Background: an optimization exercise with open tools, aiming at small area and a short achievable clock period. Do not read the settings as production practice.
The RTL was checked by simulation tests, not by an equivalence proof against the original design.
Power figures rest on the tool's default switching activity, not on a simulated workload.

==> v39: inputs <==
==> flow/design.v <==
package rv_exec_pkg;
  typedef logic [31:0] word_t;
  typedef logic [4:0] reg_addr_t;
endpackage
`timescale 1ns/1ps
module rv_decoder
(
  input  rv_exec_pkg::word_t     i_instr,
  output rv_exec_pkg::reg_addr_t o_rs1,
  output rv_exec_pkg::reg_addr_t o_rs2,
  output rv_exec_pkg::reg_addr_t o_rd,
  output logic [2:0] o_funct3,
  output logic       o_is_alu,        
  output logic       o_use_rs2,       
  output logic       o_sub,           
  output logic       o_sra,           
  output logic       o_is_lui,
  output logic       o_is_auipc,
  output logic       o_is_link,       
  output logic       o_is_jalr,
  output logic       o_is_branch,
  output logic       o_legal,
  output logic       o_wr_en,         
  output rv_exec_pkg::word_t     o_imm,       
  output rv_exec_pkg::word_t     o_pc_imm     
);
  logic [6:0] opcode;
  logic [6:0] funct7;
  logic       f7_base;
  logic       f7_alt;
  logic       is_op, is_opimm, is_jal;
  logic       ok_op, ok_opimm, ok_jalr, ok_br;
  assign opcode   = i_instr[6:0];
  assign o_rd     = i_instr[11:7];
  assign o_funct3 = i_instr[14:12];
  assign o_rs1    = i_instr[19:15];
  assign o_rs2    = i_instr[24:20];
  assign funct7   = i_instr[31:25];
  assign f7_base  = (funct7 == 7'b0000000);
  assign f7_alt   = (funct7 == 7'b0100000);
  assign is_op       = (opcode == 7'b0110011);
  assign is_opimm    = (opcode == 7'b0010011);
  assign o_is_lui    = (opcode == 7'b0110111);
  assign o_is_auipc  = (opcode == 7'b0010111);
  assign is_jal      = (opcode == 7'b1101111);
  assign o_is_jalr   = (opcode == 7'b1100111);
  assign o_is_branch = (opcode == 7'b1100011);
  assign ok_op    = f7_base || (f7_alt && (o_funct3 == 3'b000 || o_funct3 == 3'b101));
  assign ok_opimm = (o_funct3 == 3'b001) ? f7_base :
                    (o_funct3 == 3'b101)  ? (f7_base || f7_alt) : 1'b1;
  assign ok_jalr  = (o_funct3 == 3'b000);
  assign ok_br    = (o_funct3[2:1] != 2'b01);
  assign o_is_alu  = is_op || is_opimm;
  assign o_use_rs2 = is_op || o_is_branch;
  assign o_is_link = is_jal || o_is_jalr;
  assign o_sub     = o_is_branch || (o_funct3[2:1] == 2'b01) ||
                     (is_op && i_instr[30] && o_funct3 == 3'b000);
  assign o_sra     = i_instr[30];
  assign o_legal = (is_op && ok_op) || (is_opimm && ok_opimm) || o_is_lui || o_is_auipc ||
                   is_jal || (o_is_jalr && ok_jalr) || (o_is_branch && ok_br);
  assign o_wr_en = o_legal && !o_is_branch;
  assign o_imm = {{20{i_instr[31]}}, i_instr[31:20]};
  always_comb
  begin
    if (o_is_branch)
      o_pc_imm = {{20{i_instr[31]}}, i_instr[7], i_instr[30:25], i_instr[11:8], 1'b0};
    else if (i_instr[3])             
      o_pc_imm = {{12{i_instr[31]}}, i_instr[19:12], i_instr[20], i_instr[30:21], 1'b0};
    else                             
      o_pc_imm = {i_instr[31:12], 12'b0};
  end
endmodule
`timescale 1ns/1ps
module rv_regfile
(
  input  logic      i_clk,
  input  logic      i_rst,
  input  rv_exec_pkg::reg_addr_t i_rs1_addr,
  input  rv_exec_pkg::reg_addr_t i_rs2_addr,
  output rv_exec_pkg::word_t     o_rs1_data,
  output rv_exec_pkg::word_t     o_rs2_data,
  input  logic      i_rs2_en,         
  input  rv_exec_pkg::word_t     i_alt_data,
  input  logic [31:1]            i_pend_hit,   
  input  logic      i_pend_en,        
  input  rv_exec_pkg::reg_addr_t i_pend_addr,
  input  rv_exec_pkg::word_t     i_pend_data
);
  rv_exec_pkg::word_t regs [1:31];
  logic [31:1] sel1, sel2;            
  logic        byp1, byp2;            
  rv_exec_pkg::word_t wr_data;
  assign wr_data = i_rst ? '0 : i_pend_data;
  for (genvar g = 1; g < 32; g++)
  begin : g_reg
    assign sel1[g]     = (i_rs1_addr == 5'(g)) && !i_pend_hit[g];
    assign sel2[g]     = i_rs2_en && (i_rs2_addr == 5'(g)) && !i_pend_hit[g];
    always_ff @(posedge i_clk)
    begin
      if (i_rst || i_pend_hit[g])
      begin
        regs[g] <= wr_data;
      end
    end
  end
  assign byp1 = i_pend_en && (i_rs1_addr == i_pend_addr);
  assign byp2 = i_rs2_en && i_pend_en && (i_rs2_addr == i_pend_addr);
  always_comb
  begin
    o_rs1_data = {32{byp1}} & i_pend_data;
    o_rs2_data = ({32{byp2}} & i_pend_data) | ({32{!i_rs2_en}} & i_alt_data);
    for (int i = 1; i < 32; i++)
    begin
      o_rs1_data = o_rs1_data | ({32{sel1[i]}} & regs[i]);
      o_rs2_data = o_rs2_data | ({32{sel2[i]}} & regs[i]);
    end
  end
endmodule
`timescale 1ns/1ps
module rv_alu
(
  input  logic [2:0] i_funct3,
  input  logic       i_is_alu,
  input  logic       i_sub,
  input  logic       i_sra,
  input  logic       i_is_lui,
  input  logic       i_is_auipc,
  input  logic       i_is_link,
  input  logic       i_is_jalr,
  input  logic       i_is_branch,
  input  rv_exec_pkg::word_t i_rs1_data,
  input  rv_exec_pkg::word_t i_rs2_data,
  input  rv_exec_pkg::word_t i_pc,
  input  rv_exec_pkg::word_t i_pc_imm,
  output rv_exec_pkg::word_t o_result,
  output logic               o_taken,
  output rv_exec_pkg::word_t o_target
);
  rv_exec_pkg::word_t a, b, bx;
  logic [33:0] add_full;
  rv_exec_pkg::word_t sum;
  logic        cout;
  logic        ltu, lts, eq, cond;
  logic [4:0]  shamt;
  rv_exec_pkg::word_t sh_in, sh_out, sh_rev;
  logic [63:0] sh_wide;
  rv_exec_pkg::word_t pc_sum, pc_link, early;
  assign a  = i_rs1_data;
  assign b  = i_rs2_data;                   
  assign bx = b ^ {32{i_sub}};
  assign add_full = {1'b0, a, 1'b1} + {1'b0, bx, i_sub};
  assign sum      = add_full[32:1];
  assign cout     = add_full[33];
  assign ltu  = !cout;
  assign lts  = (a[31] ^ b[31]) ? a[31] : sum[31];
  assign eq   = (a == b);
  assign cond = i_funct3[0] ^ (i_funct3[2] ? (i_funct3[1] ? ltu : lts) : eq);
  assign shamt = b[4:0];
  always_comb
  begin
    for (int i = 0; i < 32; i++)
    begin
      sh_in[i]  = i_funct3[2] ? a[i] : a[31 - i];
    end
  end
  assign sh_wide = {{32{i_sra && i_funct3[2] && a[31]}}, sh_in} >> shamt;
  assign sh_out  = sh_wide[31:0];
  always_comb
  begin
    for (int i = 0; i < 32; i++)
    begin
      sh_rev[i] = sh_out[31 - i];
    end
  end
  assign pc_sum  = i_pc + i_pc_imm;
  assign pc_link = i_pc + 32'd4;
  always_comb
  begin
    if (i_is_lui)        early = i_pc_imm;
    else if (i_is_auipc) early = pc_sum;
    else if (i_is_link)  early = pc_link;
    else                 early = '0;
  end
  always_comb
  begin
    if (!i_is_alu)
      o_result = early;
    else
    begin
      case (i_funct3)
        3'd0:    o_result = sum;
        3'd1:    o_result = sh_rev;
        3'd2:    o_result = {31'b0, lts};
        3'd3:    o_result = {31'b0, ltu};
        3'd4:    o_result = a ^ b;
        3'd5:    o_result = sh_out;
        3'd6:    o_result = a | b;
        default: o_result = a & b;
      endcase
    end
  end
  assign o_taken  = i_is_link || (i_is_branch && cond);
  assign o_target = i_is_jalr ? {sum[31:1], 1'b0} : pc_sum;
endmodule
`timescale 1ns/1ps
module rv_exec_top
(
  input  logic      i_clk,
  input  logic      i_rst,
  input  logic      i_valid,
  input  rv_exec_pkg::word_t     i_instr,
  input  rv_exec_pkg::word_t     i_pc,
  output logic      o_valid,
  output rv_exec_pkg::word_t     o_result,
  output rv_exec_pkg::reg_addr_t o_rd,
  output logic      o_branch_taken,
  output rv_exec_pkg::word_t     o_target,
  output logic      o_illegal
);
  rv_exec_pkg::reg_addr_t  rs1, rs2, rd;
  logic [2:0] funct3;
  logic       is_alu, use_rs2, sub, sra, is_lui, is_auipc, is_link, is_jalr, is_branch;
  logic       legal, wr_en;
  rv_exec_pkg::word_t      imm, pc_imm;
  rv_exec_pkg::word_t      rs1_data, rs2_data;
  rv_exec_pkg::word_t      result, target;
  logic       taken;
  logic [31:1] pend_hit;               
  logic        pend_en;                
  rv_decoder u_decoder (
    .i_instr (i_instr),
    .o_rs1 (rs1), .o_rs2 (rs2), .o_rd (rd), .o_funct3 (funct3),
    .o_is_alu (is_alu), .o_use_rs2 (use_rs2), .o_sub (sub), .o_sra (sra),
    .o_is_lui (is_lui), .o_is_auipc (is_auipc), .o_is_link (is_link),
    .o_is_jalr (is_jalr), .o_is_branch (is_branch),
    .o_legal (legal), .o_wr_en (wr_en), .o_imm (imm), .o_pc_imm (pc_imm)
  );
  rv_regfile u_regfile (
    .i_clk (i_clk), .i_rst (i_rst),
    .i_rs1_addr (rs1), .i_rs2_addr (rs2),
    .o_rs1_data (rs1_data), .o_rs2_data (rs2_data),
    .i_rs2_en (use_rs2), .i_alt_data (imm),
    .i_pend_hit (pend_hit), .i_pend_en (pend_en), .i_pend_addr (o_rd),
    .i_pend_data (o_result)
  );
  rv_alu u_alu (
    .i_funct3 (funct3), .i_is_alu (is_alu), .i_sub (sub), .i_sra (sra),
    .i_is_lui (is_lui), .i_is_auipc (is_auipc), .i_is_link (is_link), .i_is_jalr (is_jalr),
    .i_is_branch (is_branch),
    .i_rs1_data (rs1_data), .i_rs2_data (rs2_data), .i_pc (i_pc), .i_pc_imm (pc_imm),
    .o_result (result), .o_taken (taken), .o_target (target)
  );
  always_ff @(posedge i_clk)
  begin
    if (i_rst)
    begin
      o_valid        <= 1'b0;
      o_branch_taken <= 1'b0;
      o_illegal      <= 1'b0;
      pend_hit       <= '0;
      pend_en        <= 1'b0;
    end
    else
    begin
      o_valid        <= i_valid;
      o_branch_taken <= i_valid && legal && taken;
      o_illegal      <= i_valid && !legal;
      pend_en        <= i_valid && wr_en && (rd != '0);
      for (int g = 1; g < 32; g++)
      begin
        pend_hit[g]  <= i_valid && wr_en && (rd == 5'(g));
      end
    end
  end
  always_ff @(posedge i_clk)
  begin
    o_result <= result;                
    o_rd     <= rd;
    o_target <= target;
  end
endmodule
==> flow/run.sh <==
#!/bin/bash
# synth_recipe.tcl (not shown) runs the flow's synth.tcl, then flattens the netlist and writes it again
# the make line also repeats each setting of config.mk as NAME=value (left out here)
make -C /OpenROAD-flow-scripts/flow DESIGN_CONFIG=/design/flow/config.mk WORK_HOME=/design/flow/orfs CLKGATE_MAP_FILE= SYNTH_SCRIPT=/design/flow/synth_recipe.tcl finish
==> flow/config.mk <==
export PLATFORM = sky130hd
export DESIGN_NAME = rv_exec_top
export DESIGN_NICKNAME = rv_exec_top
export VERILOG_FILES = /design/flow/design.v
export SDC_FILE = /design/flow/constraint.sdc
export NUM_CORES = 4
export LEC_CHECK = 0
export CAP_MARGIN = 20
export CORE_MARGIN = 2
export CORE_UTILIZATION = 50
export PLACE_DENSITY = 0.7
export SETUP_SLACK_MARGIN = 3.0
export SLEW_MARGIN = 20
export TNS_END_PERCENT = 20
==> flow/constraint.sdc <==
create_clock -name core_clock -period 8.0 [get_ports {i_clk}]
set_input_delay 1.6000 -clock core_clock [delete_from_list [all_inputs] [get_ports {i_clk}]]
set_output_delay 1.6000 -clock core_clock [all_outputs]
set_load 0.01 [all_outputs]
==> v21: changes against v39 <==
--- a/flow/config.mk
+++ b/flow/config.mk
@@ -8,6 +8,8 @@
 export CAP_MARGIN = 20
 export CORE_MARGIN = 2
 export CORE_UTILIZATION = 50
+export CTS_CLUSTER_DIAMETER = 80
+export CTS_CLUSTER_SIZE = 22
 export PLACE_DENSITY = 0.7
 export SETUP_SLACK_MARGIN = 3.0
 export SLEW_MARGIN = 20
==> v7: changes against v39 <==
--- a/flow/config.mk
+++ b/flow/config.mk
@@ -7,8 +7,9 @@
 export LEC_CHECK = 0
 export CAP_MARGIN = 20
 export CORE_MARGIN = 2
-export CORE_UTILIZATION = 50
-export PLACE_DENSITY = 0.7
+export CORE_UTILIZATION = 40
+export CTS_BUF_LIST = sky130_fd_sc_hd__clkbuf_8
+export CTS_CLUSTER_SIZE = 24
+export PLACE_DENSITY = 0.6
 export SETUP_SLACK_MARGIN = 3.0
 export SLEW_MARGIN = 20
-export TNS_END_PERCENT = 20
==> results.txt <==
Die ar.: v21 113100 µm²; v7 141100 µm²; v39 113100 µm²
Overall power of the completed layout: v21 0.01336 W; v7 0.01498 W; v39 0.01500 W
Clock network area share: v21 0.03131; v7 0.05147; v39 0.05511
Met1 usage in global routing: v21 0.6308; v7 0.5562; v39 0.6225
Outcome: v21 no timing/DRC/antenna violations; v7 no timing/DRC/antenna violations; v39 no timing/DRC/antenna violations
Final clock skew: v21 0.05013 ns; v7 0.05944 ns; v39 0.06714 ns
Die extent in x: v21 336.3 µm; v7 375.6 µm; v39 336.3 µm
Combinational group power: v21 0.00282 W; v7 0.00310 W; v39 0.00277 W
Flop2flop setup slack: v21 2.51 ns; v7 2.52 ns; v39 2.35 ns
Number of antenna diodes: v21 30; v7 25; v39 35
Met2 routed wirelength: v21 123200 µm; v7 139300 µm; v39 122900 µm
Pre-CTS WS: v21 0.03833 ns; v7 -0.06476 ns; v39 0.03833 ns
Sum of net half-perimeters after detailed placement: v21 193100 µm; v7 219400 µm; v39 193100 µm

static timing again, ports no longer ideal:
How much do the figures lean on ideal ports? The routed layouts below were timed once more, with nothing changed but the port constraints.
Step 1 sets driving cells, clkbuf_16 on the clock port and buf_2 on the other inputs (assumed; they add their load-dependent delay and slew).
Step 2 moves the port delays by t, midway between the first and last clock arrival at a register: inputs arrive t later, outputs are due t later. That takes back most of the time a late clock gives input paths.
a / b / c = ideal ports / drivers / drivers and shift; a / b = the first two.
run | t (ns) | setup WS [ns] | slew at the worst register clock pin (ns) | worst data-port slew with drivers (ns) | cell pins on the clock port's net
v39 | 0.807 | 1.784 / 1.828 / 1.021 | 0.07 / 0.07 | 0.09 | 1
v21 | 0.768 | 1.863 / 1.896 / 1.128 | 0.10 / 0.10 | 0.09 | 1
v7 | 1.040 | 2.022 / 2.057 / 1.017 | 0.09 / 0.09 | 0.08 | 1
After both steps setup and hold are still met in every run listed. The setup slack of v7, which loses most, moves by +0.035 ns with the drivers and by -1.005 ns with both steps.
